Source: an optimization exercise on an open RTL-to-GDS flow (aim: small area). Production flows keep margins and buffers that such runs may drop.
Function was checked by simulation only, so behaviour that the tests miss may differ from the original.
Power is estimated from default activity; no workload was simulated.

File: flow/run.sh
#!/bin/bash
# synth_recipe.tcl (not shown) runs the flow's synth.tcl, then flattens the netlist and writes it again
# the make line also repeats each setting of config.mk as NAME=value (left out here)
make -C /OpenROAD-flow-scripts/flow DESIGN_CONFIG=/design/flow/config.mk WORK_HOME=/design/flow/orfs CLKGATE_MAP_FILE= SYNTH_SCRIPT=/design/flow/synth_recipe.tcl finish
File: flow/config.mk
export PLATFORM = sky130hd
export DESIGN_NAME = nn_param_loader
export DESIGN_NICKNAME = nn_param_loader
export VERILOG_FILES = /design/flow/design.v
export SDC_FILE = /design/flow/constraint.sdc
export NUM_CORES = 4
export LEC_CHECK = 0
export CAP_MARGIN = 20
export CORE_MARGIN = 2
export CORE_UTILIZATION = 40
export SLEW_MARGIN = 20
File: flow/constraint.sdc
create_clock -name core_clock -period 4.0 [get_ports {clk}]
set_input_delay 0.8000 -clock core_clock [delete_from_list [all_inputs] [get_ports {clk}]]
set_output_delay 0.8000 -clock core_clock [all_outputs]
set_load 0.01 [all_outputs]
File: flow/design.v
module nn_param_loader #(
  parameter int unsigned FRAME_BITS  = 368,
  parameter int unsigned LOAD_CYCLES = 3,
  parameter int unsigned NBYTES      = (FRAME_BITS + 7) / 8,
  parameter int unsigned CNT_W       = $clog2(NBYTES + 1)
) (
  input  logic                  clk,
  input  logic                  rst,
  input  logic [7:0]            s_data,
  input  logic                  s_valid,
  input  logic                  s_sof,
  output logic                  s_ready,
  output logic [FRAME_BITS-1:0] params,
  output logic                  load_params,
  output logic                  frame_done,
  output logic                  frame_err
);
  localparam int unsigned LC_W = (LOAD_CYCLES > 1) ? $clog2(LOAD_CYCLES) : 1;
  typedef enum logic [1:0] {
    IDLE,
    FILL,
    COMMIT,
    LOAD
  } state_t;
  state_t                  state_q;
  logic [CNT_W-1:0]        cnt_q;
  logic [LC_W-1:0]         lcnt_q;
  logic [FRAME_BITS-1:0]   shadow_q;
  logic [FRAME_BITS-1:0]   shadow_d;
  logic [FRAME_BITS-1:0]   params_q;
  logic                    load_q;
  logic                    done_q;
  logic                    err_q;
  logic [CNT_W-1:0]        wr_idx;
  logic                    beat;
  assign s_ready = !rst && ((state_q == IDLE) || (state_q == FILL));
  assign beat    = s_valid && s_ready;
  assign wr_idx  = s_sof ? '0 : cnt_q;
  always_comb begin
    shadow_d = shadow_q;
    for (int unsigned i = 0; i < FRAME_BITS; i++) begin
      if (wr_idx == CNT_W'(i / 8)) begin
        shadow_d[i] = s_data[3'(i % 8)];
      end
    end
  end
  always_ff @(posedge clk) begin
    if (rst) begin
      state_q  <= IDLE;
      cnt_q    <= '0;
      lcnt_q   <= '0;
      shadow_q <= '0;
      params_q <= '0;
      load_q   <= 1'b0;
      done_q   <= 1'b0;
      err_q    <= 1'b0;
    end else begin
      done_q <= 1'b0;
      err_q  <= 1'b0;
      unique case (state_q)
        IDLE: begin
          if (beat) begin
            if (s_sof) begin
              shadow_q <= shadow_d;
              cnt_q    <= CNT_W'(1);
              state_q  <= (NBYTES == 1) ? COMMIT : FILL;
            end else begin
              err_q <= 1'b1;
            end
          end
        end
        FILL: begin
          if (beat) begin
            shadow_q <= shadow_d;
            if (s_sof) begin
              err_q   <= 1'b1;
              cnt_q   <= CNT_W'(1);
              state_q <= (NBYTES == 1) ? COMMIT : FILL;
            end else begin
              cnt_q <= cnt_q + CNT_W'(1);
              if (cnt_q == CNT_W'(NBYTES - 1)) begin
                state_q <= COMMIT;
              end
            end
          end
        end
        COMMIT: begin
          params_q <= shadow_q;
          load_q   <= 1'b1;
          done_q   <= 1'b1;
          lcnt_q   <= LC_W'(LOAD_CYCLES - 1);
          state_q  <= LOAD;
        end
        LOAD: begin
          if (lcnt_q == '0) begin
            load_q  <= 1'b0;
            state_q <= IDLE;
          end else begin
            lcnt_q <= lcnt_q - LC_W'(1);
          end
        end
        default: state_q <= IDLE;
      endcase
    end
  end
  assign params      = params_q;
  assign load_params = load_q;
  assign frame_done  = done_q;
  assign frame_err   = err_q;
endmodule
==> metrics.yaml, run 1 <==
status: "complete, no violations"
place.gp.congestion: 0.788
wire_per_inst_um: 18.8
syn_nets: 3001
post_layout_nonfiller_instances: 4195
fp.coreArea_sq_um: 67400
pin_count: 384
setup_viol: 0
synth_largest_area_cell: "dfxtp_1"
cts-root-buf: "clkbuf_16"
fp.dieW_um: 265
dieArea_sq_um: 70300
p_leak_nw: 13.6
ys_types: 41
drive_gt1_frac: 0.0669
grt_pass1_wl_mm: 120
netlist_instances: 2984
grt_pass1_vias: 20635
yosysSeqAreaShare: 0.549
ctsResizeCount: 0
cp-start-kind: "input port"
hold_viol: 0
row_count: 95
min_period_ns: 2.72
cts_setup_buffers: 0
hp-class: "register to register"
max-slew-margin-rel: 0.301
power_mw: 15.4
final_antenna_net_count: 0
cts_tree: "done"
nNetsFinal: 3278
drt_pass1_iterations: 5
cts_buffer_depth: 3
synth_seq_cells: 749
synth_ff_type: "dfxtp_1"
power.density_nw_per_um2: 447
via_count: 21075
synth_edf_count: 0
synth_area_sq_um: 27300
slew_viol_final: 0
end_kind: "primary output"
overflow: 0
crit_fanout: 90
dp.cells: 4051
die_h_um: 265
ys_top_cells_by_area: "dfxtp_1 (55%), mux2i_1 (12%), nand2_1 (10%), nand2b_1 (7.8%), a21oi_1 (7.1%)"
placed_area_sq_um: 31800
postCtsHoldBufs: 0
stdcell_area_sq_um: 34500
drc: 0
hold_slack_ns: 0.447
max_freq_mhz: 367
syn2layout_area_growth_pct: 26.5
post-dp-hpwl_mm: 50.3
drt-total-wl_mm: 78.7
drt_iter0_drc: 1401
grtUsageTotal: 0.218
synth_top_area_share: 0.549
fin_crit_sh: 0.680
cap_violations: 0
start_util: 0.405
async_reset_ff_frac: 0
clk_latency_ns: 0.62
syn_area_per_cell_sq_um: 9.15
critPathRequiredTime_ns: 3.20
worstMarginPinSlew_ns: 1.05
ir_drop_mv: 0.265
clkTransAtPathRegs_ns: 0.06
clock_sinks: 749
arrival_ns: 1.92
synth.most_common_cell: "nand2_1"
synth_commonest_cells: "nand2_1 (753), dfxtp_1 (749), a21oi_1 (389), nand2b_1 (342), mux2i_1 (328)"
antenna_found_initial: 2
htree_levels: 3
cts_made_buffers: 80
viasPerCell: 5.02
critPathKind: "input port to primary output"
ys_warn_count: 1
finClkSkew_ns: 0.0199
io_buffers: 383
grt_max_degree: 298
rsz0062_at_grt: "no"
setup_tns_ns: 0
## worst max-delay path, stage by stage
cell and delay (ns):
buf_8 0.38, nor2_1 0.12, clkdlybuf4s50_1 0.58
## power by group
| group | switching [mW] | total (mW) | internal [mW] | leakage, nW |
|---|---|---|---|---|
| logic | 0.238 | 0.343 | 0.105 | 6.26 |
| registers | 0.00657 | 7.47 | 7.46 | 6.03 |
| clock network | 3.01 | 7.61 | 4.59 | 1.34 |
| total | 3.26 | 15.4 | 12.2 | 13.6 |
## metrics by stage
step	worst slack, ns	util
6_report	1.28	0.512
3_3_place_gp	0.575	0.471
4_1_cts	1.26	0.512
5_1_grt	1.15	0.512
3_5_place_dp	0.611	0.471
2_1_floorplan	1.85	-
## layout make-up
class,instances,area (sq um)
Multi-Input combinational cell,2000,11400
Fill cell,6149,32900
Sequential cell,749,15000
Clock inverter,29,388
Inverter,5,18.8
Timing Repair Buffer,425,4270
Antenna cell,2,5.00
Tap cell,873,1090
Clock buffer,112,2330
## placed cells by master, fill, tap and decap left out, types with 11 or more instances in the layout
master	synthesis	final
clkinv_2	0	11
mux2i_1	328	328
o21ai_0	44	44
clkbuf_16	0	82
nand3_1	20	20
nand3b_1	25	25
nand2b_1	342	333
clkbuf_8	0	17
a21oi_1	389	389
dfxtp_1	749	749
nand2_1	753	753
nor2_1	18	18
clkbuf_1	187	13
nand2_2	31	31
buf_4	4	32
clkdlybuf4s50_1	0	382
## routing by layer
layer  up-vias  wire length, um  track usage
met3       104             3970       0.0357
met5         -               13            0
met2       526            37500        0.363
met1     10127            35500        0.290
li1      10316                -            -
met4         2             1650       0.0652
## kinds of logic after synthesis
| kind of cell | synth area share |
|---|---|
| buffers and inverters | 0.0341 |
| AO/OA/AOI/OAI | 0.0834 |
| flip-flops | 0.549 |
| adder cells (fa/ha/maj) | 0.00229 |
| multiplexers | 0.120 |
| AND/OR/NAND/NOR | 0.210 |
| XOR/XNOR | 0.000963 |
## worst paths after layout
path / cells after the start / slack [ns] / endpoint / startpoint
worst max-delay path: 3 / 1.28 / s_ready / rst
worst min-delay path: 2 / 0.45 / params_q[347] / shadow_q[347]
worst max register to register: 4 / 1.54 / shadow_q[243] / state_q[0]
worst min register to register: 2 / 0.45 / params_q[347] / shadow_q[347]
## sequential cells by signal (all words and copies together), names as in the netlist, named ones only
signal,count
params_q,368
err_q,1
load_q,1
done_q,1
lcnt_q,2
shadow_q,368
cnt_q,6
state_q,1
==> inputs of run 2 (changes only) <==
==> flow/design.v (replaced) <==
module nn_param_loader #(
  parameter int unsigned FRAME_BITS  = 368,
  parameter int unsigned LOAD_CYCLES = 3,
  parameter int unsigned NBYTES      = (FRAME_BITS + 7) / 8,
  parameter int unsigned CNT_W       = $clog2(NBYTES + 1)
) (
  input  logic                  clk,
  input  logic                  rst,
  input  logic [7:0]            s_data,
  input  logic                  s_valid,
  input  logic                  s_sof,
  output logic                  s_ready,
  output logic [FRAME_BITS-1:0] params,
  output logic                  load_params,
  output logic                  frame_done,
  output logic                  frame_err
);
  localparam int unsigned SH_W = NBYTES * 8;
  logic [CNT_W-1:0]      cnt_q;       
  logic                  commit_q;    
  logic                  load_q;
  logic                  done_q;
  logic                  l2_q;        
  logic                  l3_q;
  logic                  err_q;
  logic [SH_W-1:0]       shadow_q;
  logic [FRAME_BITS-1:0] params_q;
  logic beat, last;
  logic sh_en, sh_hold, pr_en, pr_hold;
  assign s_ready = !rst && !load_q && !commit_q;
  assign beat    = s_valid && s_ready;
  assign last    = !s_sof && (cnt_q == CNT_W'(NBYTES - 1));
  assign sh_en   = beat;
  assign sh_hold = !beat && !rst;
  assign pr_en   = commit_q && !rst;
  assign pr_hold = !commit_q && !rst;
  logic [SH_W-1:0] shadow_in;
  generate
    if (NBYTES > 1) begin : g_shift
      assign shadow_in = {s_data, shadow_q[SH_W-1:8]};
    end else begin : g_one
      assign shadow_in = s_data;
    end
  endgenerate
  always_ff @(posedge clk) begin
    shadow_q <= ({SH_W{sh_en}} & shadow_in) | ({SH_W{sh_hold}} & shadow_q);
    params_q <= ({FRAME_BITS{pr_en}} & shadow_q[FRAME_BITS-1:0])
              | ({FRAME_BITS{pr_hold}} & params_q);
  end
  always_ff @(posedge clk) begin
    if (rst) begin
      cnt_q    <= '0;
      commit_q <= 1'b0;
      load_q   <= 1'b0;
      done_q   <= 1'b0;
      l2_q     <= 1'b0;
      l3_q     <= 1'b0;
      err_q    <= 1'b0;
    end else begin
      err_q    <= beat && (s_sof ? (cnt_q != '0) : (cnt_q == '0));
      commit_q <= beat && (NBYTES == 1 ? s_sof : last);
      done_q   <= commit_q;
      l2_q     <= done_q;
      l3_q     <= l2_q;
      load_q   <= commit_q || (load_q && !l3_q);
      if (beat) begin
        if (s_sof)
          cnt_q <= (NBYTES == 1) ? '0 : CNT_W'(1);
        else if (last)
          cnt_q <= '0;
        else if (cnt_q != '0)
          cnt_q <= cnt_q + CNT_W'(1);
      end
    end
  end
  assign params      = params_q;
  assign load_params = load_q;
  assign frame_done  = done_q;
  assign frame_err   = err_q;
endmodule
==> flow/flow/run.sh (new file) <==
#!/bin/bash
# Standard ORFS layout, with every port buffered by the smallest buffer and clock tree
# synthesis without dummy loads. Each tool's output goes to a log of its own here.
set -euo pipefail
bash standard.sh finish \
  "BUFFER_PORTS_ARGS=-buffer_cell sky130_fd_sc_hd__buf_1" \
  "CTS_ARGS=-sink_clustering_enable -repair_clock_nets -dont_use_dummy_load -buf_list sky130_fd_sc_hd__clkbuf_8" \
  > standard_flow.log 2>&1
==> flow/standard.sh (new file) <==
#!/bin/bash
# synth_recipe.tcl (not shown) runs the flow's synth.tcl, then flattens the netlist and writes it again
# the make line also repeats each setting of config.mk as NAME=value (left out here)
make -C /OpenROAD-flow-scripts/flow DESIGN_CONFIG=/design/flow/config.mk WORK_HOME=/design/flow/orfs CLKGATE_MAP_FILE= SYNTH_SCRIPT=/design/flow/synth_recipe.tcl "${@:-finish}"
--- a/flow/config.mk
+++ b/flow/config.mk
@@ -6,6 +6,8 @@
 export NUM_CORES = 4
 export LEC_CHECK = 0
+export ABC_AREA = 1
 export CAP_MARGIN = 20
 export CORE_MARGIN = 2
-export CORE_UTILIZATION = 40
+export CORE_UTILIZATION = 60
+export CTS_BUF_LIST = sky130_fd_sc_hd__clkbuf_8
 export SLEW_MARGIN = 20
removed: flow/run.sh
==> run 2 against run 1 <==
Against the previous run: die area fell by 43%; still clean on timing, DRC and antenna; clock-buffer cell count stayed put; power is 18% lower; critical path type is now input port to register; critical endpoint is now params_q[349]; largest power group is now registers; synthesized area decreased by 15%; design area is 24% lower; utilization rose by 18 points.
==> metrics.yaml, run 2 <==
whs_endpoint: "shadow_q[367]"
p_comb_frac: 0.024
synth_ff_type: "dfxtp_1"
power_frac_seq: 0.589
stdcell_area_sq_um: 26200
grt_pass1_vias: 16696
fp.dieW_um: 201
n_antenna_cell: 0
power.density_nw_per_um2: 485
ys_top_cells_by_area: "dfxtp_1 (65%), o22ai_1 (9.7%), o21ai_0 (8.1%), nand2_1 (6.4%), inv_1 (6.3%)"
ys_warn_count: 1
start_util: 0.612
worstHoldStart: "s_data[7]"
cts_tree: "done"
async_reset_ff_frac: 0
wire_per_inst_um: 16.9
hp-class: "input port to register"
p_leak_nw: 8.81
drt_iter0_drc: 1077
dieArea_sq_um: 40200
ys_types: 22
cp-start-kind: "input port"
reg2reg_slack_ns: 1.76
yosysSeqAreaShare: 0.646
post_layout_nonfiller_instances: 3333
drc: 0
syn_area_per_cell_sq_um: 9.36
synth_largest_area_cell: "dfxtp_1"
synth_area_sq_um: 23200
die_h_um: 201
nNetsFinal: 2839
hold_viol: 0
drive_gt1_frac: 0.0464
p_sw_frac: 0.213
synth_seq_cells: 748
reg_top3: "params_q: 368 flops, shadow_q: 368 flops, cnt_q: 6 flops"
arrival_ns: 2.84
clk_latency_ns: 0.65
p_clk_frac: 0.387
htree_levels: 3
cap_violations: 0
hold_path_depth: 3
netlist_instances: 2476
fillers: 3191
grt_max_degree: 196
synth_commonest_cells: "dfxtp_1 (748), nand2_1 (397), inv_1 (389), o21ai_0 (377), o22ai_1 (360)"
max-slew-margin-rel: 0.406
fin_crit_sh: 0.571
worst_slack_ns: 1.72
status: "complete, no violations"
final_common_cell: "dfxtp_1"
viasPerCell: 5.32
clkTransAtPathRegs_ns: 0.06
clock_sinks: 748
cts_buffer_depth: 3
min_period_ns: 2.28
max_freq_mhz: 438
place.gp.congestion: 0.814
finClkSkew_ns: 0.0251
post-place-ws_ns: 1.13
cts_setup_buffers: 0
slew_viol_final: 0
end_kind: "register"
cts-root-buf: "clkbuf_8"
syn2layout_area_growth_pct: 12.9
fp.coreArea_sq_um: 37800
overflow: 0
grtUsageTotal: 0.270
ctsResizeCount: 0
synth_top_area_share: 0.646
rr_endpoint: "params_q[349]"
rr_worst_depth: 5
crit_fanout: 195
antenna_found_initial: 0
io_buffers: 383
rsz0062_at_grt: "no"
fin_util: 0.691
drt-total-wl_mm: 56.4
cts_made_buffers: 112
setup_viol: 0
synth_edf_count: 0
pin_count: 384
ir_drop_mv: 0.308
dp.cells: 3221
worstMarginPinSlew_ns: 0.890
critPathRequiredTime_ns: 4.56
power.switching_mw: 2.70
setup_tns_ns: 0
drt_pass1_iterations: 5
grt_pass1_wl_mm: 88.7
row_count: 71
synth.most_common_cell: "dfxtp_1"
final_cell_mix: "dfxtp_1 (748), nand2_1 (397), inv_1 (389)"
critPathKind: "input port to register"
r2r_start: "commit_q"
p_int_mw: 9.99
via_count: 17740
postCtsHoldBufs: 0
final_antenna_net_count: 0
post-dp-hpwl_mm: 35.6
placed_area_sq_um: 24600
syn_nets: 2491
==> run 2: cell types whose count changed after synthesis, sizes merged, moves of 6 or more <==
cell	previous run	this run
clkbuf	187	88
nor2	20	14
nand3	20	12
nand2b	342	0
mux2i	328	0
a21oi	389	5
nand3b	25	0
inv	5	390
o22ai	0	360
buf	43	74
o21ai	44	377
nand2	784	399
==> run 2: cells by family (layout without fill, tap and decap cells) <==
group | Yosys count | after routing | synth area share
XOR/XNOR | 1 | 1 | 0.000378
AND/OR/NAND/NOR | 428 | 428 | 0.0711
adder cells (fa/ha/maj) | 3 | 3 | 0.00162
flip-flops | 748 | 748 | 0.646
buffers and inverters | 553 | 899 | 0.101
AO/OA/AOI/OAI | 743 | 743 | 0.180
==> run 2: per-stage QoR <==
step	hold WS (ns)	power [mW]
after floorplan	0.388	7.90
after global placement	0.392	7.94
after detailed placement	0.406	7.94
after CTS	0.312	12.8
after global routing	0.352	13.1
final	0.364	12.7
==> run 2: cell type report <==
type / count / area [sq um] / area share
clock buffer: 112 / 1540 / 0.0589
tap: 511 / 639 / 0.0244
multi-input combinational: 1175 / 5880 / 0.225
inverter: 391 / 1480 / 0.0567
sequential: 748 / 15000 / 0.572
timing repair buffer: 396 / 1650 / 0.0630
==> run 2: power by group through the flow <==
stage,Combinational (mW),Sequential (mW),Clock [mW]
finish,0.307,7.48,4.91
global route,0.334,7.48,5.33
CTS,0.306,7.48,5.01
detailed placement,0.305,7.64,0
global placement,0.302,7.64,0
floorplan,0.260,7.64,0
==> run 2: worst max path at each step <==
stage              from            end  slack (ns)
4_1_cts        commit_q        s_ready        1.76
6_report            rst  params_q[349]        1.72
3_5_place_dp        rst  params_q[349]        1.13
5_1_grt             rst  params_q[101]        1.56
3_3_place_gp        rst  params_q[223]        1.18
2_1_floorplan       rst        s_ready        1.94
==> run 2: metal layers <==
metal,vias up,GRT usage,share of wire
met5,-,0,0
met4,0,0.116,0.032
met3,99,0.0713,0.076
met2,519,0.424,0.46
met1,8369,0.354,0.43
li1,8753,-,-
==> run 2: worst max-delay path: stages <==
cell and delay, ns:
buf_1 0.16, nor2_4 0.18, buf_12 0.55, buf_12 0.70, nand2_1 0.12, o21ai_0 0.12
==> inputs of run 3 (changes only) <==
==> flow/run.sh (new file) <==
#!/bin/bash
# synth_recipe.tcl (not shown) runs the flow's synth.tcl, then flattens the netlist and writes it again
# the make line also repeats each setting of config.mk as NAME=value (left out here)
make -C /OpenROAD-flow-scripts/flow DESIGN_CONFIG=/design/flow/config.mk WORK_HOME=/design/flow/orfs CLKGATE_MAP_FILE= SYNTH_SCRIPT=/design/flow/synth_recipe.tcl finish
removed: flow/flow/run.sh
removed: flow/standard.sh
==> run 3 against run 2 <==
Against the previous run: first-iteration DRC count is 46% higher; utilization is 8.1 points higher; clock power is about 20% higher; sequential power hardly changed; global-route usage is 0.71 points higher; sequential cell count stayed put; sequential share of layout area is 6.0 points lower; still clean on timing, DRC and antenna; non-clock buffer count is 3 higher; worst hold slack better by 0.045 ns; clock-buffer cell count is 28 higher; critical endpoint is now s_ready; synthesized area stayed put.
==> metrics.yaml, run 3 <==
syn2layout_area_growth_pct: 26.1
postCtsHoldBufs: 0
p_leak_nw: 10.2
slowest_delay_ns: 0.55
yosysSeqAreaShare: 0.646
cts-root-buf: "clkbuf_8"
synth_largest_area_cell: "dfxtp_1"
netlist_instances: 2476
drt_iter0_drc: 1574
setup_viol: 0
critical_path.cell_chain: "clkdlybuf4s50_1 -> nor2_4 -> nand2_2 -> inv_1 -> clkdlybuf4s50_1"
cap_violations: 0
placed_area_sq_um: 27100
start_util: 0.612
dieArea_sq_um: 40200
htree_levels: 3
ys_warn_count: 1
hp-class: "register to register"
final_cell_mix: "dfxtp_1 (748), inv_1 (429), nand2_1 (397)"
overflow: 0
synth.most_common_cell: "dfxtp_1"
n_antenna_cell: 0
arrival_ns: 2.30
grtUsageTotal: 0.277
worstMarginPinSlew_ns: 1.01
reg_top3: "params_q: 368 flops, shadow_q: 368 flops, cnt_q: 6 flops"
grt_max_degree: 201
fp.coreArea_sq_um: 37800
r2r_start: "commit_q"
min_period_ns: 3.10
drive_gt1_frac: 0.0596
final_antenna_net_count: 0
synth_commonest_cells: "dfxtp_1 (748), nand2_1 (397), inv_1 (389), o21ai_0 (377), o22ai_1 (360)"
pin_count: 384
critPathRequiredTime_ns: 3.20
cts_made_buffers: 108
viasPerCell: 5.33
ys_types: 22
slowest_stage: "clkdlybuf4s50_1"
post-place-ws_ns: 0.713
drt-total-wl_mm: 58.2
power.density_nw_per_um2: 468
die_h_um: 201
max-slew-margin-rel: 0.326
worstHoldStart: "l2_q"
clock_sinks: 748
place.gp.congestion: 0.865
startpoint: "rst"
end_kind: "primary output"
stdcell_area_sq_um: 29200
drt_pass1_iterations: 7
synth_area_sq_um: 23200
hold_viol: 0
setup_tns_ns: 0
syn_nets: 2491
worst_slack_ns: 0.902
row_count: 71
max_freq_mhz: 323
nNetsFinal: 2838
synth_top_area_share: 0.646
drc: 0
cts_buffer_depth: 3
status: "complete, no violations"
rsz0062_at_grt: "no"
cts_setup_buffers: 0
synth_seq_cells: 748
ys_top_cells_by_area: "dfxtp_1 (65%), o22ai_1 (9.7%), o21ai_0 (8.1%), nand2_1 (6.4%), inv_1 (6.3%)"
crit_top_cell: "clkdlybuf4s50_1"
clk_latency_ns: 0.65
wire_per_inst_um: 17.0
cts_tree: "done"
dp.cells: 3224
grt_pass1_vias: 17312
syn_area_per_cell_sq_um: 9.36
ctsResizeCount: 0
cp-start-kind: "input port"
post-dp-hpwl_mm: 36.8
fillers: 2706
clkTransAtPathRegs_ns: 0.06
antenna_found_initial: 0
fin_crit_sh: 0.774
synth_ff_type: "dfxtp_1"
via_count: 18213
synth_edf_count: 0
slew_viol_final: 0
async_reset_ff_frac: 0
final_common_cell: "dfxtp_1"
finClkSkew_ns: 0.0283
crit_fanout: 7
io_buffers: 383
grt_pass1_wl_mm: 91.4
post_layout_nonfiller_instances: 3415
ir_drop_mv: 0.347
critPathKind: "input port to primary output"
power_mw: 13.7
fp.dieW_um: 201
==> run 3: cell counts after synthesis <==
Identical to the previous run, type by type.
==> run 3: path summary, 6_finish.rpt <==
kind	end	slack (ns)	cells after the start
setup / recovery	s_ready	0.90	5
hold / removal	l3_q	0.41	2
setup reg to reg	shadow_q[299]	1.77	7
hold reg to reg	l3_q	0.41	2
==> run 3: cell type report <==
type | count | area, sq um | area share
Clock buffer | 140 | 1930 | 0.0659
Clock inverter | 51 | 233 | 0.00796
Inverter | 391 | 1480 | 0.0507
Multi-Input combinational cell | 1175 | 5880 | 0.201
Sequential cell | 748 | 15000 | 0.512
Tap cell | 511 | 639 | 0.0219
Timing Repair Buffer | 399 | 4090 | 0.140
==> run 3: kinds of logic (layout without fill, tap and decap cells) <==
family                     after synthesis  after routing  share of synthesized area
AOI/OAI and AO/OA                      743            743                      0.180
adders and majority gates                3              3                    0.00162
xor gates and xnor gates                 1              1                   0.000378
DFF                                    748            748                      0.646
and+or+nand+nor                        428            428                     0.0711
buffers and inverters                  553            981                      0.101
==> run 3: report_power, final <==
group / switching [mW] / total, mW / leakage [nW] / internal (mW)
clock network: 2.71 / 5.88 / 1.27 / 3.17
registers: 0.00757 / 7.48 / 6.02 / 7.47
logic: 0.241 / 0.315 / 2.86 / 0.0742
total: 2.95 / 13.7 / 10.2 / 10.7
==> run 3: per-layer routing <==
layer	share of wire	vias up	track usage
met5	0	-	0
met4	0.030	0	0.106
met3	0.070	98	0.0693
met2	0.47	584	0.449
met1	0.43	8697	0.359
li1	-	8834	-
==> run 3: metrics by stage <==
stage	hold WS (ns)	util
global placement	0.394	0.715
CTS	0.414	0.772
detailed placement	0.418	0.715
global route	0.418	0.772
floorplan	0.388	-
finish	0.409	0.772
==> run 3: worst max-delay path, delay by kind of cell <==
| family | cells | cell delay [ns] |
|---|---|---|
| simple gates | 2 | 0.35 |
| buf+inv | 3 | 1.15 |
==> inputs of run 4 (changes only) <==
--- a/flow/design.v
+++ b/flow/design.v
@@ -43,8 +43,15 @@
     end
   endgenerate
+  logic [SH_W-1:0]       shadow_d;
+  logic [FRAME_BITS-1:0] params_d;
+  nn_param_loader_sel #(.W(SH_W)) u_shadow_sel (
+    .en(sh_en), .nv(shadow_in), .hold(sh_hold), .ov(shadow_q), .d(shadow_d)
+  );
+  nn_param_loader_sel #(.W(FRAME_BITS)) u_params_sel (
+    .en(pr_en), .nv(shadow_q[FRAME_BITS-1:0]), .hold(pr_hold), .ov(params_q), .d(params_d)
+  );
   always_ff @(posedge clk) begin
-    shadow_q <= ({SH_W{sh_en}} & shadow_in) | ({SH_W{sh_hold}} & shadow_q);
-    params_q <= ({FRAME_BITS{pr_en}} & shadow_q[FRAME_BITS-1:0])
-              | ({FRAME_BITS{pr_hold}} & params_q);
+    shadow_q <= shadow_d;
+    params_q <= params_d;
   end
   always_ff @(posedge clk) begin
@@ -79,2 +86,13 @@
   assign frame_err   = err_q;
 endmodule
+module nn_param_loader_sel #(
+  parameter int unsigned W = 1
+) (
+  input  logic         en,
+  input  logic [W-1:0] nv,
+  input  logic         hold,
+  input  logic [W-1:0] ov,
+  output logic [W-1:0] d
+);
+  assign d = ({W{en}} & nv) | ({W{hold}} & ov);
+endmodule
==> flow/flow/run.sh (new file) <==
#!/bin/bash
# Standard ORFS layout, with every port buffered by the smallest buffer and clock tree
# synthesis with larger sink clusters and without dummy loads. The make output goes to
# standard_flow.log here; ORFS keeps each step's log under orfs/logs.
set -euo pipefail
bash standard.sh finish \
  "BUFFER_PORTS_ARGS=-buffer_cell sky130_fd_sc_hd__buf_1" \
  "CTS_ARGS=-sink_clustering_enable -repair_clock_nets -dont_use_dummy_load -buf_list sky130_fd_sc_hd__clkbuf_8 -sink_clustering_size 20 -sink_clustering_max_diameter 60" \
  > standard_flow.log 2>&1
==> flow/standard.sh (new file) <==
#!/bin/bash
# synth_recipe.tcl (not shown) runs the flow's synth.tcl, then flattens the netlist and writes it again
# the make line also repeats each setting of config.mk as NAME=value (left out here)
make -C /OpenROAD-flow-scripts/flow DESIGN_CONFIG=/design/flow/config.mk WORK_HOME=/design/flow/orfs CLKGATE_MAP_FILE= SYNTH_SCRIPT=/design/flow/synth_recipe.tcl "${@:-finish}"
--- a/flow/config.mk
+++ b/flow/config.mk
@@ -6,8 +6,8 @@
 export NUM_CORES = 4
 export LEC_CHECK = 0
-export ABC_AREA = 1
+export ABC_AREA = 0
 export CAP_MARGIN = 20
 export CORE_MARGIN = 2
 export CORE_UTILIZATION = 60
-export CTS_BUF_LIST = sky130_fd_sc_hd__clkbuf_8
 export SLEW_MARGIN = 20
+export SYNTH_HIERARCHICAL = 1
removed: flow/run.sh
==> run 4 against run 3 <==
Against the previous run: still clean on timing, DRC and antenna; sequential share of layout area up 9.4 points; design area decreased by 15%; sequential cell count did not move; cell count down 27%; clock-buffer cell count decreased by 96; critical path depth unchanged; critical endpoint is now shadow_q[76].
==> metrics.yaml, run 4 <==
worstMarginPinSlew_ns: 1.08
use_met3: 0.0818
ir_drop_mv: 0.363
cp-start-kind: "register"
clkTransAtPathRegs_ns: 0.11
synth.most_common_cell: "dfxtp_1"
setup_viol: 0
cts_tree: "done"
wire_per_inst_um: 21.2
power.density_nw_per_um2: 439
htree_levels: 2
busiest_layer: "met2"
start_util: 0.612
clk_latency_ns: 0.62
viasPerCell: 6.03
syn_area_per_cell_sq_um: 13.6
final_antenna_net_count: 0
ys_types: 29
max_freq_mhz: 371
pin_count: 384
row_count: 71
yosysSeqAreaShare: 0.648
grt_max_degree: 209
grt_pass1_wl_mm: 83.4
reg_top3: "params_q: 368 flops, shadow_q: 368 flops, cnt_q: 6 flops"
rsz0062_at_grt: "no"
drt_pass1_iterations: 4
post-dp-hpwl_mm: 32.9
dieArea_sq_um: 40100
cap_violations: 0
synth_ff_type: "dfxtp_1"
crit_fanout: 49
drt-total-wl_mm: 52.8
synth_top_area_share: 0.648
antenna_found_initial: 0
cts_made_buffers: 44
status: "complete, no violations"
postCtsHoldBufs: 0
ctsResizeCount: 0
cts-root-buf: "clkbuf_8"
syn_nets: 1718
synth_area_sq_um: 23100
die_h_um: 200
io_buffers: 383
hold_path_depth: 2
cts_setup_buffers: 0
grtUsageTotal: 0.254
nNetsFinal: 1997
synth_seq_cells: 748
cts_buffer_depth: 3
grt_pass1_vias: 14223
multi_input_area_sq_um: 6780
use_met2: 0.375
synth_largest_area_cell: "dfxtp_1"
syn2layout_area_growth_pct: 6.99
hp-class: "input port to register"
drt_iter0_drc: 1178
slew_viol_final: 0
fp.coreArea_sq_um: 37800
ys_top_cells_by_area: "dfxtp_1 (65%), a22o_1 (28%), buf_6 (4.0%), buf_2 (1.8%), nand3_1 (0.17%)"
arrival_ns: 3.24
max-slew-margin-rel: 0.279
fin_crit_sh: 0.674
end_kind: "register"
ff_latch_area_sq_um: 15000
synth_commonest_cells: "dfxtp_1 (748), a22o_1 (736), buf_2 (83), buf_6 (82), nand3_1 (8)"
fillers: 2949
overflow: 0
drc: 0
async_reset_ff_frac: 0
critPathRequiredTime_ns: 4.55
place.gp.congestion: 0.786
fin_util: 0.655
via_count: 15017
rr_worst_depth: 5
final_cell_mix: "dfxtp_1 (748), a22o_1 (736), buf_1 (383)"
setup_tns_ns: 0
p_leak_nw: 9.32
synth_edf_count: 0
clock_sinks: 748
hold_viol: 0
use_met1: 0.358
drive_gt1_frac: 0.0328
netlist_instances: 1703
finClkSkew_ns: 0.0475
min_period_ns: 2.69
final_common_cell: "dfxtp_1"
critPathKind: "register to register"
ys_warn_count: 7
n_antenna_cell: 0
fp.dieW_um: 200
==> run 4: changes by cell type after synthesis, sizes merged, moves of 4 or more <==
| cell | change |
|---|---|
| a22o | +736 |
| nand2 | -397 |
| inv | -384 |
| o21ai | -376 |
| o22ai | -359 |
| buf | +91 |
| clkbuf | -87 |
| nor2 | -7 |
| a21oi | -4 |
| a31oi | +4 |
| nand3 | -4 |
| nor2b | +4 |
==> run 4: kinds of logic (layout without fill, tap and decap cells) <==
| kind of cell | after synthesis | in the layout | synth area share |
|---|---|---|---|
| flops | 748 | 748 | 0.648 |
| compound gates | 747 | 747 | 0.283 |
| buf+inv | 172 | 449 | 0.0591 |
| simple gates | 32 | 32 | 0.00775 |
| fa+ha+maj | 3 | 3 | 0.00163 |
| xor+xnor | 1 | 1 | 0.000379 |
==> run 4: metal layers <==
layer	wire length, um	up-vias
li1	-	7071
met1	24300	7469
met2	23000	407
met3	4360	70
met4	1130	0
met5	0	-
==> run 4: worst paths after layout <==
kind	end	slack [ns]	start
worst min-delay path	shadow_q[364]	0.41	s_data[4]
worst max-delay path	shadow_q[76]	1.31	commit_q
worst min register to register	l3_q	0.46	l2_q
worst max register to register	shadow_q[76]	1.31	commit_q
==> run 4: cell type report <==
cell class / instances / share of cell area
flip-flops and latches: 748 / 0.606
multi-input cells: 783 / 0.274
repair buffers: 399 / 0.0681
well taps: 511 / 0.0259
clock buffers: 44 / 0.0245
inverters: 6 / 0.00122
==> run 4: per-stage QoR <==
step	power (mW)	cells	hold WS, ns	area (sq um)	setup slack [ns]
finish	10.9	2491	0.411	24700	1.31
global route	11.3	2491	0.379	24700	1.06
CTS	10.9	2491	0.364	24700	1.29
detailed placement	7.91	2447	0.433	24100	0.907
global placement	7.90	2447	0.431	24100	0.987
floorplan	7.88	1703	0.414	23100	1.65
==> run 4: where the power goes <==
| group | total (mW) | internal (mW) | switching, mW |
|---|---|---|---|
| sequential | 7.47 | 7.46 | 0.0143 |
| combinational | 0.261 | 0.0463 | 0.215 |
| clock | 3.12 | 0.998 | 2.12 |
==> run 4: worst max-delay path: stages (launching register included) <==
cell     delay, ns
dfxtp_1       0.49
or4b_1        0.39
inv_8         0.18
nor2_4        0.85
buf_4         0.49
a22o_1        0.20
==> inputs of run 5 (changes only) <==
--- a/flow/flow/run.sh
+++ b/flow/flow/run.sh
@@ -6,4 +6,4 @@
 bash standard.sh finish \
   "BUFFER_PORTS_ARGS=-buffer_cell sky130_fd_sc_hd__buf_1" \
-  "CTS_ARGS=-sink_clustering_enable -repair_clock_nets -dont_use_dummy_load -buf_list sky130_fd_sc_hd__clkbuf_8 -sink_clustering_size 20 -sink_clustering_max_diameter 60" \
+  "CTS_ARGS=-sink_clustering_enable -repair_clock_nets -dont_use_dummy_load -buf_list sky130_fd_sc_hd__clkbuf_8 -sink_clustering_size 16 -sink_clustering_max_diameter 50" \
   > standard_flow.log 2>&1
==> run 5 against run 4 <==
Against the previous run: power increased by 2.6%; critical path depth unchanged; still clean on timing, DRC and antenna; synthesized cell count unchanged; global-route usage increased by 0.12 points; clock skew decreased by 0.0051 ns.
==> metrics.yaml, run 5 <==
clock_sinks: 748
min_period_ns: 2.66
fp.dieW_um: 200
placed_area_sq_um: 24100
slowest_stage: "nor2_4"
finClkSkew_ns: 0.0424
ff_latch_area_sq_um: 15000
drt-total-wl_mm: 52.9
row_count: 71
cts_made_buffers: 55
wire_per_inst_um: 21.1
hp-class: "input port to register"
antenna_found_initial: 0
syn_nets: 1718
multi_input_area_sq_um: 6780
status: "complete, no violations"
cts-root-buf: "clkbuf_8"
slew_viol_final: 0
cts_tree: "done"
stdcell_area_sq_um: 24900
synth_top_area_share: 0.648
yosysSeqAreaShare: 0.648
slowest_delay_ns: 0.86
overflow: 0
ys_types: 29
synth_commonest_cells: "dfxtp_1 (748), a22o_1 (736), buf_2 (83), buf_6 (82), nand3_1 (8)"
ctsResizeCount: 0
async_reset_ff_frac: 0
synth_ff_type: "dfxtp_1"
worstMarginPinSlew_ns: 1.15
final_common_cell: "dfxtp_1"
fillers: 2936
grt_pass1_vias: 14299
synth_edf_count: 0
grt_pass1_wl_mm: 83.5
synth.most_common_cell: "dfxtp_1"
via_count: 15081
cp-start-kind: "register"
grtUsageTotal: 0.255
drive_gt1_frac: 0.0382
ir_drop_mv: 0.321
cp_top_family: "simple AND/OR/NAND/NOR gates"
synth_area_sq_um: 23100
htree_levels: 2
synth_largest_area_cell: "dfxtp_1"
cap_violations: 0
ys_warn_count: 7
cp_num_buf_inv: 2
syn_area_per_cell_sq_um: 13.6
hold_viol: 0
start_util: 0.612
end_kind: "register"
pin_count: 384
setup_viol: 0
final_antenna_net_count: 0
reg_top3: "params_q: 368 flops, shadow_q: 368 flops, cnt_q: 6 flops"
cts_buffer_depth: 3
ys_top_cells_by_area: "dfxtp_1 (65%), a22o_1 (28%), buf_6 (4.0%), buf_2 (1.8%), nand3_1 (0.17%)"
io_buffers: 383
p_leak_nw: 9.40
clk_latency_ns: 0.64
drt_iter0_drc: 1168
nNetsFinal: 2008
cts_setup_buffers: 0
syn2layout_area_growth_pct: 7.65
dieArea_sq_um: 40100
max-slew-margin-rel: 0.231
drc: 0
fp.coreArea_sq_um: 37800
n_antenna_cell: 0
post-dp-hpwl_mm: 32.9
grt_max_degree: 209
critical_path.cell_chain: "or4b_1 -> inv_8 -> nor2_4 -> buf_4 -> a22o_1"
rsz0062_at_grt: "no"
die_h_um: 200
synth_seq_cells: 748
critPathKind: "register to register"
fin_crit_sh: 0.664
critPathRequiredTime_ns: 4.58
setup_tns_ns: 0
power.density_nw_per_um2: 448
crit_fanout: 49
viasPerCell: 6.03
arrival_ns: 3.24
clkTransAtPathRegs_ns: 0.09
max_freq_mhz: 377
drt_pass1_iterations: 5
postCtsHoldBufs: 0
final_cell_mix: "dfxtp_1 (748), a22o_1 (736), buf_1 (383)"
netlist_instances: 1703
place.gp.congestion: 0.786
## run 5: cell counts after synthesis
Identical to the previous run, type by type.
## run 5: area by class of cell
type	instances	share of cell area
tap	511	0.0257
clock buffer	55	0.0304
sequential	748	0.602
inverter	6	0.00121
multi-input combinational	783	0.273
timing repair buffer	399	0.0677
## run 5: per-stage QoR
stage,utilization,power (mW),worst slack [ns],cells,hold WS [ns]
final,0.659,11.1,1.34,2502,0.396
after global routing,0.659,11.5,1.14,2502,0.356
after CTS,0.659,11.2,1.34,2502,0.346
after detailed placement,0.639,7.91,0.907,2447,0.433
after global placement,0.639,7.90,0.987,2447,0.431
after floorplan,-,7.88,1.65,1703,0.414
## run 5: kinds of logic (layout without fill, tap and decap cells)
kind of cell	Yosys count	count (layout)	synth area share
adders and majority gates	3	3	0.00163
DFF	748	748	0.648
and+or+nand+nor	32	32	0.00775
buffers and inverters	172	460	0.0591
xor gates and xnor gates	1	1	0.000379
AOI/OAI and AO/OA	747	747	0.283
## run 5: worst register-to-register path, delay by kind of cell (launching register included)
family | cells | cell delay, ns
AOI/OAI and AO/OA | 1 | 0.22
buffers and inverters | 2 | 0.69
DFF | 1 | 0.47
and+or+nand+nor | 2 | 1.26
## run 5: path summary, 6_finish.rpt
| check | from | to | slack, ns | depth (start not counted) |
|---|---|---|---|---|
| min | s_data[5] | shadow_q[365] | 0.40 | 2 |
| max reg2reg | commit_q | shadow_q[76] | 1.34 | 5 |
| min reg2reg | done_q | l2_q | 0.44 | 1 |
| max | commit_q | shadow_q[76] | 1.34 | 5 |
## run 5: where the power goes
group | leakage [nW] | internal [mW] | switching, mW | total (mW)
Combinational | 2.98 | 0.0463 | 0.214 | 0.261
Sequential | 6.02 | 7.46 | 0.0143 | 7.47
Clock | 0.395 | 1.23 | 2.17 | 3.40
## run 5: routing by layer
metal  part of all wire  global-route usage
met3              0.081              0.0807
met1               0.46               0.360
met4              0.024              0.0768
met5                  0                   0
met2               0.44               0.373
==> inputs of run 6 (changes only) <==
--- a/flow/config.mk
+++ b/flow/config.mk
@@ -9,5 +9,5 @@
 export CAP_MARGIN = 20
 export CORE_MARGIN = 2
-export CORE_UTILIZATION = 60
+export CORE_UTILIZATION = 75
 export SLEW_MARGIN = 20
 export SYNTH_HIERARCHICAL = 1
==> run 6 against run 5 <==
Against the previous run: power down 0.74%; sequential power hardly changed; critical path type unchanged; global-route usage increased by 4.2 points; setup slack better by 0.23 ns; first-iteration DRC count is 13% higher.
==> metrics.yaml, run 6 <==
hp-class: "input port to register"
p_leak_nw: 9.39
wire_per_inst_um: 21.4
final_common_cell: "dfxtp_1"
p_int_mw: 8.69
fin_crit_sh: 0.607
synth.most_common_cell: "dfxtp_1"
dr_wl_met2_mm: 22.8
final_antenna_net_count: 0
max_freq_mhz: 412
p_comb_frac: 0.024
p_clk_frac: 0.300
die_h_um: 179
power.switching_mw: 2.36
top_layer: "met4"
synth_largest_area_cell: "dfxtp_1"
end_kind: "register"
status: "complete, no violations"
fp.coreArea_sq_um: 30400
io_buffers: 383
netlist_instances: 1703
synth_seq_cells: 748
cts_made_buffers: 53
start_util: 0.759
nNetsFinal: 2006
p_sw_frac: 0.213
arrival_ns: 2.97
ys_types: 29
slowest_delay_ns: 0.54
n_antenna_cell: 0
synth_ff_type: "dfxtp_1"
syn_area_per_cell_sq_um: 13.6
overflow: 0
drt_iter0_drc: 1318
pin_count: 384
clkTransAtPathRegs_ns: 0.09
cts-root-buf: "clkbuf_8"
synth_edf_count: 0
final_cell_mix: "dfxtp_1 (748), a22o_1 (736), buf_1 (383)"
htree_levels: 2
power.density_nw_per_um2: 447
setup_tns_ns: 0
slowest_stage: "buf_4"
synth_commonest_cells: "dfxtp_1 (748), a22o_1 (736), buf_2 (83), buf_6 (82), nand3_1 (8)"
crit_fanout: 70
via_count: 15366
cts_setup_buffers: 0
antenna_found_initial: 0
place.gp.congestion: 0.844
grt_pass1_wl_mm: 79.4
syn2layout_area_growth_pct: 6.96
grtUsageTotal: 0.296
max-slew-margin-rel: 0.378
hold_viol: 0
fp.dieW_um: 179
synth_area_sq_um: 23100
min_period_ns: 2.43
drc: 0
cap_violations: 0
fin_util: 0.812
setup_viol: 0
cp-start-kind: "register"
slew_viol_final: 0
synth_top_area_share: 0.648
cts_tree: "done"
power_frac_seq: 0.676
reg_top3: "params_q: 368 flops, shadow_q: 368 flops, cnt_q: 6 flops"
syn_nets: 1718
postCtsHoldBufs: 0
grt_pass1_vias: 14218
viasPerCell: 6.44
critical_path.cell_chain: "or4b_1 -> inv_8 -> nor2_4 -> buf_4 -> a22o_1"
worstMarginPinSlew_ns: 0.933
drt_pass1_iterations: 6
grt_max_degree: 192
async_reset_ff_frac: 0
ys_top_cells_by_area: "dfxtp_1 (65%), a22o_1 (28%), buf_6 (4.0%), buf_2 (1.8%), nand3_1 (0.17%)"
post-dp-hpwl_mm: 31.7
clock_sinks: 748
wl_met3_mm: 4.04
wl_met1_mm: 22.3
ctsResizeCount: 0
clk_latency_ns: 0.60
ir_drop_mv: 0.326
finClkSkew_ns: 0.0173
cts_buffer_depth: 3
rsz0062_at_grt: "no"
ys_warn_count: 7
row_count: 64
drive_gt1_frac: 0.0372
critPathKind: "register to register"
dieArea_sq_um: 32200
yosysSeqAreaShare: 0.648
critPathRequiredTime_ns: 4.54
drt-total-wl_mm: 51.0
power_mw: 11.0
run 6: critical path, delay by kind of cell, from the launching register on:
| family | cells | cell delay, ns |
|---|---|---|
| AND/OR/NAND/NOR | 2 | 0.86 |
| buffers and inverters | 2 | 0.76 |
| flip-flops | 1 | 0.48 |
| AO/OA/AOI/OAI | 1 | 0.22 |
run 6: metrics by stage:
step | std cells | area [sq um] | hold slack [ns] | worst slack, ns
after detailed placement | 2332 | 24000 | 0.433 | 1.05
after floorplan | 1703 | 23100 | 0.414 | 1.65
final | 2385 | 24700 | 0.416 | 1.57
after CTS | 2385 | 24700 | 0.387 | 1.59
after global routing | 2385 | 24700 | 0.414 | 1.42
after global placement | 2332 | 24000 | 0.421 | 1.12
run 6: kinds of logic after synthesis:
| family | share of synthesized area |
|---|---|
| buffers and inverters | 0.0591 |
| adders and majority gates | 0.00163 |
| AOI/OAI and AO/OA | 0.283 |
| and+or+nand+nor | 0.00775 |
| DFF | 0.648 |
| xor gates and xnor gates | 0.000379 |
run 6: final timing paths:
kind,start,cells past startpoint,slack [ns],endpoint
min reg2reg,l2_q,1,0.46,l3_q
max reg2reg,commit_q,5,1.57,shadow_q[110]
max,commit_q,5,1.57,shadow_q[110]
min,s_data[5],2,0.42,shadow_q[365]
run 6: routing by layer:
metal,global-route usage,up-vias
li1,-,7093
met1,0.412,7643
met2,0.445,533
met3,0.0845,97
met4,0.108,0
met5,0,-
run 6: layout make-up:
class / instances / area, sq um
multi-input combinational: 783 / 6780
tap: 396 / 495
sequential: 748 / 15000
fill: 1823 / 5720
timing repair buffer: 399 / 1700
clock buffer: 53 / 729
inverter: 6 / 30.0
run 6: power groups by stage:
stage / registers, mW / clock network (mW) / logic (mW)
finish: 7.47 / 3.32 / 0.260
floorplan: 7.64 / 0 / 0.244
global route: 7.47 / 3.63 / 0.279
detailed placement: 7.64 / 0 / 0.258
CTS: 7.47 / 3.36 / 0.258
global placement: 7.64 / 0 / 0.257
==> inputs of run 7 (changes only) <==
==> flow/design.v (replaced) <==
module nn_param_loader #(
  parameter int unsigned FRAME_BITS  = 368,
  parameter int unsigned LOAD_CYCLES = 3,
  parameter int unsigned NBYTES      = (FRAME_BITS + 7) / 8,
  parameter int unsigned CNT_W       = $clog2(NBYTES + 1)
) (
  input  logic                  clk,
  input  logic                  rst,
  input  logic [7:0]            s_data,
  input  logic                  s_valid,
  input  logic                  s_sof,
  output logic                  s_ready,
  output logic [FRAME_BITS-1:0] params,
  output logic                  load_params,
  output logic                  frame_done,
  output logic                  frame_err
);
  localparam int unsigned SH_W = NBYTES * 8;
  localparam int unsigned ST_W = 6;
  localparam logic [ST_W-1:0] COMMIT = ST_W'(60);
  localparam logic [ST_W-1:0] FIRST  = ST_W'(60 - (NBYTES - 1));
  logic [ST_W-1:0]       st_q;
  logic                  err_q;
  logic [SH_W-1:0]       shadow_q;
  logic [FRAME_BITS-1:0] params_q;
  logic busy, idle, beat, commit;
  logic sh_en, sh_hold, pr_en, pr_hold;
  assign busy    = &st_q[5:2];                  
  assign idle    = (st_q == '0);
  assign commit  = busy && (st_q[1:0] == 2'd0);
  assign s_ready = !rst && !busy;
  assign beat    = s_valid && s_ready;
  assign sh_en   = beat;
  assign sh_hold = !beat && !rst;
  assign pr_en   = commit && !rst;
  assign pr_hold = !commit && !rst;
  logic [SH_W-1:0] shadow_in, shadow_d;
  logic [FRAME_BITS-1:0] params_d;
  assign shadow_in = {s_data, shadow_q[SH_W-1:8]};
  nn_param_loader_sel #(.W(SH_W)) u_shadow_sel (
    .en(sh_en), .nv(shadow_in), .hold(sh_hold), .ov(shadow_q), .d(shadow_d)
  );
  nn_param_loader_sel #(.W(FRAME_BITS)) u_params_sel (
    .en(pr_en), .nv(shadow_q[FRAME_BITS-1:0]), .hold(pr_hold), .ov(params_q), .d(params_d)
  );
  always_ff @(posedge clk) begin
    shadow_q <= shadow_d;
    params_q <= params_d;
  end
  always_ff @(posedge clk) begin
    if (rst) begin
      st_q  <= '0;
      err_q <= 1'b0;
    end else begin
      err_q <= beat && (s_sof ? !idle : idle);
      if (busy || (beat && !s_sof && !idle))
        st_q <= st_q + ST_W'(1);
      else if (beat && s_sof)
        st_q <= FIRST;
    end
  end
  assign params      = params_q;
  assign load_params = busy && (st_q[1:0] != 2'd0);
  assign frame_done  = busy && (st_q[1:0] == 2'd1);
  assign frame_err   = err_q;
endmodule
module nn_param_loader_sel #(
  parameter int unsigned W = 1
) (
  input  logic         en,
  input  logic [W-1:0] nv,
  input  logic         hold,
  input  logic [W-1:0] ov,
  output logic [W-1:0] d
);
  assign d = ({W{en}} & nv) | ({W{hold}} & ov);
endmodule
--- a/flow/config.mk
+++ b/flow/config.mk
@@ -7,7 +7,7 @@
 export LEC_CHECK = 0
 export ABC_AREA = 0
-export CAP_MARGIN = 20
+export CAP_MARGIN = 0
 export CORE_MARGIN = 2
 export CORE_UTILIZATION = 75
-export SLEW_MARGIN = 20
+export SLEW_MARGIN = 0
 export SYNTH_HIERARCHICAL = 1
==> run 7 against run 6 <==
Against the previous run: clock skew is 0.016 ns higher; first-iteration DRC count is 8.3% higher; design area is 0.58% lower; critical endpoint is now frame_done; setup slack worse by 0.24 ns.
==> metrics.yaml, run 7 <==
synth_seq_cells: 743
setup_tns_ns: 0
grt_pass1_wl_mm: 77.9
synth_largest_area_cell: "dfxtp_1"
cp-start-kind: "register"
slowest_stage: "dfxtp_1"
fp.coreArea_sq_um: 30400
place.gp.congestion: 0.814
cap_violations: 0
cts_setup_buffers: 0
worstMarginPinSlew_ns: 0.936
via_count: 15425
multi_input_area_sq_um: 6800
drt-total-wl_mm: 51.3
status: "complete, no violations"
drc: 0
grt_max_degree: 184
synth_commonest_cells: "dfxtp_1 (743), a22o_1 (736), buf_2 (83), buf_6 (83)"
hp-class: "input port to register"
synth-xor-area-share: 0
clkTransAtPathRegs_ns: 0.09
arrival_ns: 1.87
hold_slack_ns: 0.430
ys_warn_count: 7
p_leak_nw: 9.33
critical_path.cell_chain: "and4_2 -> and2_1 -> buf_1"
pin_count: 384
synth_ff_type: "dfxtp_1"
cp_top_family: "simple AND/OR/NAND/NOR gates"
worstHoldStart: "s_data[6]"
fp.dieW_um: 179
synth.most_common_cell: "dfxtp_1"
reg_top3: "params_q: 368 flops, shadow_q: 368 flops, st_q: 6 flops"
ff_latch_area_sq_um: 14900
synth_top_area_share: 0.646
ys_top_cells_by_area: "dfxtp_1 (65%), a22o_1 (28%), buf_6 (4.1%), buf_2 (1.8%), ha_1 (0.16%)"
clock_sinks: 743
cts-root-buf: "clkbuf_8"
end_kind: "primary output"
final_antenna_net_count: 0
slowest_delay_ns: 0.54
hold_viol: 0
yosysSeqAreaShare: 0.646
critPathKind: "register to primary output"
syn_area_per_cell_sq_um: 13.5
yosys.area_share.simple: 0.00647
drt_iter0_drc: 1428
cts_buffer_depth: 3
synthMuxAreaShare: 0
ys_types: 33
grt_pass1_vias: 14214
r2r_start: "st_q[5]"
slew_viol_final: 0
fin_util: 0.807
synth_edf_count: 0
async_reset_ff_frac: 0
synth_top_family_by_area: "compound AO/OA/AOI/OAI gates"
postCtsHoldBufs: 0
drt_pass1_iterations: 5
synth_compound_area_frac: 0.286
syn2layout_area_growth_pct: 6.70
final_cell_mix: "dfxtp_1 (743), a22o_1 (736), buf_1 (383)"
ir_drop_mv: 0.320
io_buffers: 383
row_count: 64
dp.cells: 2326
final_common_cell: "dfxtp_1"
max_freq_mhz: 375
max-slew-margin-rel: 0.376
syn_nets: 1716
htree_levels: 2
power.density_nw_per_um2: 448
fin_crit_sh: 0.667
clk_latency_ns: 0.61
startpoint: "st_q[5]"
grtUsageTotal: 0.300
die_h_um: 179
dieArea_sq_um: 32100
rsz0062_at_grt: "no"
cts_made_buffers: 53
synthAdderAreaFrac: 0.00163
cp_num_buf_inv: 1
overflow: 0
netlist_instances: 1701
min_period_ns: 2.67
wire_per_inst_um: 21.6
power_mw: 11.0
post_layout_nonfiller_instances: 2379
ctsResizeCount: 0
crit_fanout: 11
finClkSkew_ns: 0.0334
nNetsFinal: 2000
cts_tree: "done"
antenna_found_initial: 0
start_util: 0.757
post-dp-hpwl_mm: 31.9
fillers: 1897
viasPerCell: 6.48
n_antenna_cell: 0
setup_viol: 0
synth_area_sq_um: 23000
critPathRequiredTime_ns: 3.20
drive_gt1_frac: 0.0393
-- run 7: cell type report --
class                      count  area share
clock buffer                  53      0.0297
sequential                   743       0.606
inverter                       4    0.000611
timing repair buffer         398      0.0672
multi-input combinational    785       0.277
tap                          396      0.0202
-- run 7: kinds of logic after synthesis --
family,Yosys count
AOI/OAI and AO/OA,757
adders and majority gates,3
buffers and inverters,173
DFF,743
and+or+nand+nor,25
-- run 7: worst reg2reg max path, cell delays in order (launching register included) --
cell,delay (ns)
dfxtp_1,0.54
and4_2,0.44
nor3_2,0.09
nor2_4,0.38
buf_12,0.50
a22o_1,0.36
-- run 7: path summary, 6_finish.rpt --
check | end | slack (ns) | cells after the start
worst max-delay path | frame_done | 1.33 | 3
worst min-delay path | shadow_q[366] | 0.43 | 2
worst max register to register | shadow_q[185] | 1.64 | 5
worst min register to register | params_q[92] | 0.47 | 1
-- run 7: metal layers --
layer,share of wire,vias up,track usage
li1,-,7101,-
met1,0.42,7662,0.401
met2,0.46,546,0.457
met3,0.087,116,0.0969
met4,0.036,0,0.114
met5,0,-,0
-- run 7: power by group --
part           internal, mW  switching, mW
Sequential             7.41         0.0205
Clock                  1.19           2.12
Combinational        0.0483          0.215
Total                  8.65           2.35
-- run 7: metrics by stage --
step	worst slack, ns	cell area [sq um]
finish	1.33	24600
floorplan	2.02	23000
CTS	1.33	24600
global placement	1.27	23800
global route	1.25	24600
detailed placement	1.21	23800
==> inputs of run 8 (changes only) <==
--- a/flow/config.mk
+++ b/flow/config.mk
@@ -7,7 +7,8 @@
 export LEC_CHECK = 0
 export ABC_AREA = 0
-export CAP_MARGIN = 0
+export CAP_MARGIN = 20
 export CORE_MARGIN = 2
 export CORE_UTILIZATION = 75
-export SLEW_MARGIN = 0
+export GPL_TIMING_DRIVEN = 0
+export SLEW_MARGIN = 20
 export SYNTH_HIERARCHICAL = 1
==> run 8 against run 7 <==
Against the previous run: maximum frequency increased by 4.1%; sequential power is essentially flat; wire length grew 7.1%; die area is the same; sequential cell count unchanged; register-to-register slack improved by 0.19 ns; via count rose by 5.3%; global-route usage rose by 2.7 points; sequential share of layout area down 2.6 points; cell count rose by 6.4%; setup slack gained 0.10 ns; power increased by 0.76%; largest cell class unchanged.
==> metrics.yaml, run 8 <==
status: "complete, no violations"
min_period_ns: 2.56
ir_drop_mv: 0.363
syn_area_per_cell_sq_um: 13.5
reg_top3: "params_q: 368 flops, shadow_q: 368 flops, st_q: 6 flops"
whs_endpoint: "shadow_q[367]"
p_leak_nw: 10.1
hold_viol: 0
worstHoldStart: "s_data[7]"
cts-root-buf: "clkbuf_8"
hp-class: "input port to register"
syn2layout_area_growth_pct: 11.5
nNetsFinal: 2153
synth_area_sq_um: 23000
ctsResizeCount: 0
ys_types: 33
synth_edf_count: 0
critical_path.cell_chain: "buf_2 -> nand4_1 -> nor2_1 -> buf_1"
critPathRequiredTime_ns: 3.20
final_common_cell: "dfxtp_1"
synth.most_common_cell: "dfxtp_1"
rr_worst_depth: 9
slew_viol_final: 0
ys_top_cells_by_area: "dfxtp_1 (65%), a22o_1 (28%), buf_6 (4.1%), buf_2 (1.8%), ha_1 (0.16%)"
cap_violations: 0
async_reset_ff_frac: 0
postCtsHoldBufs: 0
cp-start-kind: "register"
pin_count: 384
drt_iter0_drc: 1117
synth_ff_type: "dfxtp_1"
critPathKind: "register to primary output"
cts_made_buffers: 53
place.gp.congestion: 0.850
slowest_delay_ns: 0.34
wire_per_inst_um: 21.7
fp.dieW_um: 179
max_freq_mhz: 390
drive_gt1_frac: 0.106
fin_crit_sh: 0.641
worstMarginPinSlew_ns: 0.502
synth_largest_area_cell: "dfxtp_1"
cp_num_buf_inv: 2
dieArea_sq_um: 32100
via_count: 16236
setup_tns_ns: 0
arrival_ns: 1.76
drt-total-wl_mm: 54.9
final_cell_mix: "dfxtp_1 (743), a22o_1 (736), buf_1 (382)"
finClkSkew_ns: 0.0315
r2r_start: "st_q[2]"
grt_max_degree: 17
rr_endpoint: "shadow_q[278]"
n_antenna_cell: 0
cts_buffer_depth: 3
hold_slack_ns: 0.428
htree_levels: 2
row_count: 64
drc: 0
power.density_nw_per_um2: 431
post_layout_nonfiller_instances: 2532
clk_latency_ns: 0.61
cts_tree: "done"
clkTransAtPathRegs_ns: 0.10
rsz0062_at_grt: "no"
netlist_instances: 1701
synth_seq_cells: 743
post-dp-hpwl_mm: 38.8
final_antenna_net_count: 0
drt_pass1_iterations: 5
die_h_um: 179
ys_warn_count: 7
dp.cells: 2479
setup_viol: 0
synth_commonest_cells: "dfxtp_1 (743), a22o_1 (736), buf_2 (83), buf_6 (83)"
fillers: 1721
syn_nets: 1716
hold_path_depth: 2
antenna_found_initial: 0
reg2reg_slack_ns: 1.83
max-slew-margin-rel: 0.663
grt_pass1_vias: 15066
io_buffers: 382
grt_pass1_wl_mm: 83.6
grtUsageTotal: 0.327
clock_sinks: 743
crit_fanout: 10
synth_top_area_share: 0.646
viasPerCell: 6.41
yosysSeqAreaShare: 0.646
overflow: 0
slowest_stage: "dfxtp_1"
cp_top_family: "simple AND/OR/NAND/NOR gates"
fp.coreArea_sq_um: 30400
power_mw: 11.1
cts_setup_buffers: 0
end_kind: "primary output"
start_util: 0.757
## run 8: worst max path at each step
stage / start / slack [ns] / endpoint / depth (start not counted)
after CTS: st_q[5] / 1.43 / load_params / 4
final: st_q[5] / 1.44 / load_params / 4
after floorplan: rst / 2.02 / s_ready / 2
after global routing: st_q[5] / 1.36 / load_params / 4
after global placement: s_valid / 1.58 / shadow_q[295] / 8
after detailed placement: s_valid / 1.54 / shadow_q[267] / 8
## run 8: per-stage QoR
step	instance area (sq um)	util	setup WS, ns
2_1_floorplan	23000	-	2.02
3_3_place_gp	25000	0.820	1.58
3_5_place_dp	25000	0.820	1.54
4_1_cts	25700	0.844	1.43
5_1_grt	25700	0.844	1.36
6_report	25700	0.844	1.44
## run 8: cell type report
cell class                      count  area, sq um  area share
Inverter                            4         15.0    0.000585
Multi-Input combinational cell    785         6770       0.263
Sequential cell                   743        14900       0.579
Tap cell                          396          495      0.0193
Timing Repair Buffer              382         1430      0.0558
Buffer                            169         1370      0.0532
Clock buffer                       53          729      0.0284
## run 8: cells by family (layout without fill, tap and decap cells)
family          count (synthesis)  count (layout)  synth area share
compound gates                757             757             0.286
fa+ha+maj                       3               3           0.00163
buf+inv                       173             608            0.0599
flops                         743             743             0.646
simple gates                   25              25           0.00647
## run 8: per-layer routing
layer	vias to the layer above	wire length (um)	global-route usage
li1	7426	-	-
met1	7987	23100	0.438
met2	690	25300	0.517
met3	133	4500	0.0799
met4	0	2050	0.123
met5	-	0	0
## run 8: power breakdown
part | internal, mW | total [mW] | leakage [nW] | switching [mW]
sequential | 7.41 | 7.43 | 5.98 | 0.0183
combinational | 0.108 | 0.343 | 3.72 | 0.235
clock | 1.19 | 3.31 | 0.381 | 2.12
==> inputs of run 9 (changes only) <==
--- a/flow/config.mk
+++ b/flow/config.mk
@@ -9,6 +9,5 @@
 export CAP_MARGIN = 20
 export CORE_MARGIN = 2
-export CORE_UTILIZATION = 75
-export GPL_TIMING_DRIVEN = 0
+export CORE_UTILIZATION = 85
 export SLEW_MARGIN = 20
 export SYNTH_HIERARCHICAL = 1
==> run 9 against run 8 <==
Against the previous run: sequential share of layout area grew 2.4 points; worst hold slack got worse by 0.0065 ns; design area down 4.0%; highest routed layer unchanged; utilization grew 7.6 points; die area fell by 12%; global-route usage rose by 6.3 points; sequential power barely moved.
==> metrics.yaml, run 9 <==
status: "complete, no violations"
end_kind: "primary output"
placed_area_sq_um: 23900
row_count: 60
hold_viol: 0
nNetsFinal: 2008
grt_max_degree: 179
grtUsageTotal: 0.390
cts_buffer_depth: 3
start_util: 0.859
setup_tns_ns: 0
p_comb_frac: 0.026
die_h_um: 169
synth_largest_area_cell: "dfxtp_1"
antenna_found_initial: 0
worst_slack_ns: 1.31
power_frac_seq: 0.673
crit_fanout: 11
ys_warn_count: 7
rr_worst_depth: 5
synth_edf_count: 0
synth_commonest_cells: "dfxtp_1 (743), a22o_1 (736), buf_2 (83), buf_6 (83)"
syn_area_per_cell_sq_um: 13.5
use_met1: 0.477
fp.dieW_um: 169
grt_pass1_vias: 15752
clkTransAtPathRegs_ns: 0.10
p_clk_frac: 0.302
use_met2: 0.642
min_period_ns: 2.69
htree_levels: 2
drt_iter0_drc: 1930
drc: 0
clk_latency_ns: 0.60
synth.most_common_cell: "dfxtp_1"
drt-total-wl_mm: 58.1
reg2reg_slack_ns: 1.40
finClkSkew_ns: 0.0364
synth_seq_cells: 743
viasPerCell: 7.01
post-place-ws_ns: 1.25
rr_endpoint: "params_q[266]"
setup_viol: 0
rsz0062_at_grt: "no"
pin_count: 384
arrival_ns: 1.89
cts_setup_buffers: 0
grt_pass1_wl_mm: 89.2
dieArea_sq_um: 28400
drt_pass1_iterations: 5
critPathRequiredTime_ns: 3.20
synth_ff_type: "dfxtp_1"
hp-class: "input port to register"
drive_gt1_frac: 0.0432
critPathKind: "register to primary output"
clock_sinks: 743
cp-start-kind: "register"
ys_types: 33
post-dp-hpwl_mm: 34.7
overflow: 0
syn2layout_area_growth_pct: 7.07
syn_nets: 1716
fin_crit_sh: 0.674
ctsResizeCount: 0
p_sw_frac: 0.218
io_buffers: 383
hold_slack_ns: 0.422
cts_tree: "done"
p_leak_nw: 9.40
power.density_nw_per_um2: 448
ir_drop_mv: 0.367
via_count: 16336
fp.coreArea_sq_um: 26800
final_cell_mix: "dfxtp_1 (743), a22o_1 (736), buf_1 (383)"
synth_area_sq_um: 23000
final_common_cell: "dfxtp_1"
startpoint: "st_q[5]"
cap_violations: 0
slew_viol_final: 0
netlist_instances: 1701
ys_top_cells_by_area: "dfxtp_1 (65%), a22o_1 (28%), buf_6 (4.1%), buf_2 (1.8%), ha_1 (0.16%)"
max_freq_mhz: 371
cts-root-buf: "clkbuf_8"
max-slew-margin-rel: 0.277
busiest_layer: "met2"
r2r_start: "st_q[5]"
yosysSeqAreaShare: 0.646
fillers: 959
reg_top3: "params_q: 368 flops, shadow_q: 368 flops, st_q: 6 flops"
crit_end: "frame_done"
worstMarginPinSlew_ns: 1.08
n_antenna_cell: 0
wire_per_inst_um: 24.9
power.switching_mw: 2.41
async_reset_ff_frac: 0
synth_top_area_share: 0.646
p_int_mw: 8.64
cts_made_buffers: 52
stdcell_area_sq_um: 24600
use_met3: 0.111
place.gp.congestion: 0.884
postCtsHoldBufs: 0
final_antenna_net_count: 0
[run 9: cell counts after synthesis]
Identical to the previous run, type by type.
[run 9: cell families (layout without fill, tap and decap cells)]
group,after synthesis,after routing,synth area share
fa+ha+maj,3,3,0.00163
simple gates,25,25,0.00647
buf+inv,173,463,0.0599
compound gates,757,757,0.286
flops,743,743,0.646
[run 9: metrics by stage]
stage,util,power [mW],cells
after floorplan,-,7.85,1701
after global placement,0.893,7.87,2280
after detailed placement,0.893,7.88,2280
after CTS,0.920,11.0,2332
after global routing,0.920,11.3,2332
final,0.920,11.0,2332
[run 9: final cells by class]
class	count	area, sq um	area share
clock buffers	52	716	0.0290
inverters	4	15.0	0.000609
well taps	341	427	0.0173
multi-input cells	785	6800	0.276
repair buffers	407	1820	0.0738
flip-flops and latches	743	14900	0.603
[run 9: power groups by stage]
| stage | Sequential [mW] | Clock (mW) | Combinational [mW] |
|---|---|---|---|
| after floorplan | 7.59 | 0 | 0.254 |
| after global placement | 7.60 | 0 | 0.273 |
| after detailed placement | 7.60 | 0 | 0.278 |
| after CTS | 7.43 | 3.32 | 0.281 |
| after global routing | 7.43 | 3.57 | 0.304 |
| final | 7.43 | 3.33 | 0.287 |
[run 9: worst min path at each step]
stage	start	cells past startpoint	to
after floorplan	shadow_q[0]	1	shadow_q[0]
after global placement	params_q[177]	1	params_q[177]
after detailed placement	params_q[251]	1	params_q[251]
after CTS	s_data[7]	2	shadow_q[367]
after global routing	s_data[6]	2	shadow_q[366]
final	s_data[7]	2	shadow_q[367]
[run 9: worst max-delay path, stage by stage (launching register included)]
cell,delay (ns)
dfxtp_1,0.54
and4_2,0.45
and2_1,0.16
buf_1,0.15
[run 9: layer usage]
layer / share of wire / vias to the layer above
li1: - / 7109
met1: 0.38 / 8161
met2: 0.48 / 895
met3: 0.091 / 171
met4: 0.047 / 0
met5: 0 / -

## re-timing with driven ports
In the flow no input, the clock included, has a driving cell. The finished layouts below were timed again as built, in two steps.
Step 1 (the two cells are an assumption about what drives the block):
set clk [get_ports {clk}]
set_driving_cell -lib_cell sky130_fd_sc_hd__clkbuf_16 $clk
set_driving_cell -lib_cell sky130_fd_sc_hd__buf_2 [delete_from_list [all_inputs] $clk]
Step 2 also shifts input and output timing later by t, the mid clock arrival at the registers, as if the neighbouring blocks saw the same clock.
Slacks: no drivers / after step 1 / after step 2; pairs: no drivers / after step 1.
run | shift t [ns] | slack for setup (ns) | worst setup path after step 2 | worst register clock-pin slew, ns | pins driven straight from the clock port
run 1 | 0.671 | 1.279 / 1.202 / 0.572 | input to register | 0.06 / 0.06 | 1
run 2 | 0.691 | 1.717 / 1.747 / 1.056 | input to register | 0.06 / 0.06 | 1
run 3 | 0.697 | 0.902 / 0.867 / 0.643 | input to register | 0.07 / 0.07 | 1
run 4 | 0.647 | 1.305 / 1.305 / 0.860 | input to register | 0.12 / 0.12 | 1
run 5 | 0.674 | 1.345 / 1.345 / 0.811 | input to register | 0.10 / 0.10 | 1
run 6 | 0.645 | 1.573 / 1.573 / 1.033 | input to register | 0.10 / 0.10 | 1
run 7 | 0.633 | 1.331 / 1.282 / 1.148 | input to register | 0.10 / 0.10 | 1
run 8 | 0.643 | 1.435 / 1.385 / 1.485 | input to register | 0.11 / 0.11 | 1
run 9 | 0.643 | 1.306 / 1.258 / 1.165 | input to register | 0.11 / 0.11 | 1
After both steps setup and hold are still met in every run listed. The setup slack of run 1, which loses most, moves by -0.077 ns with the drivers and by -0.707 ns with both steps.
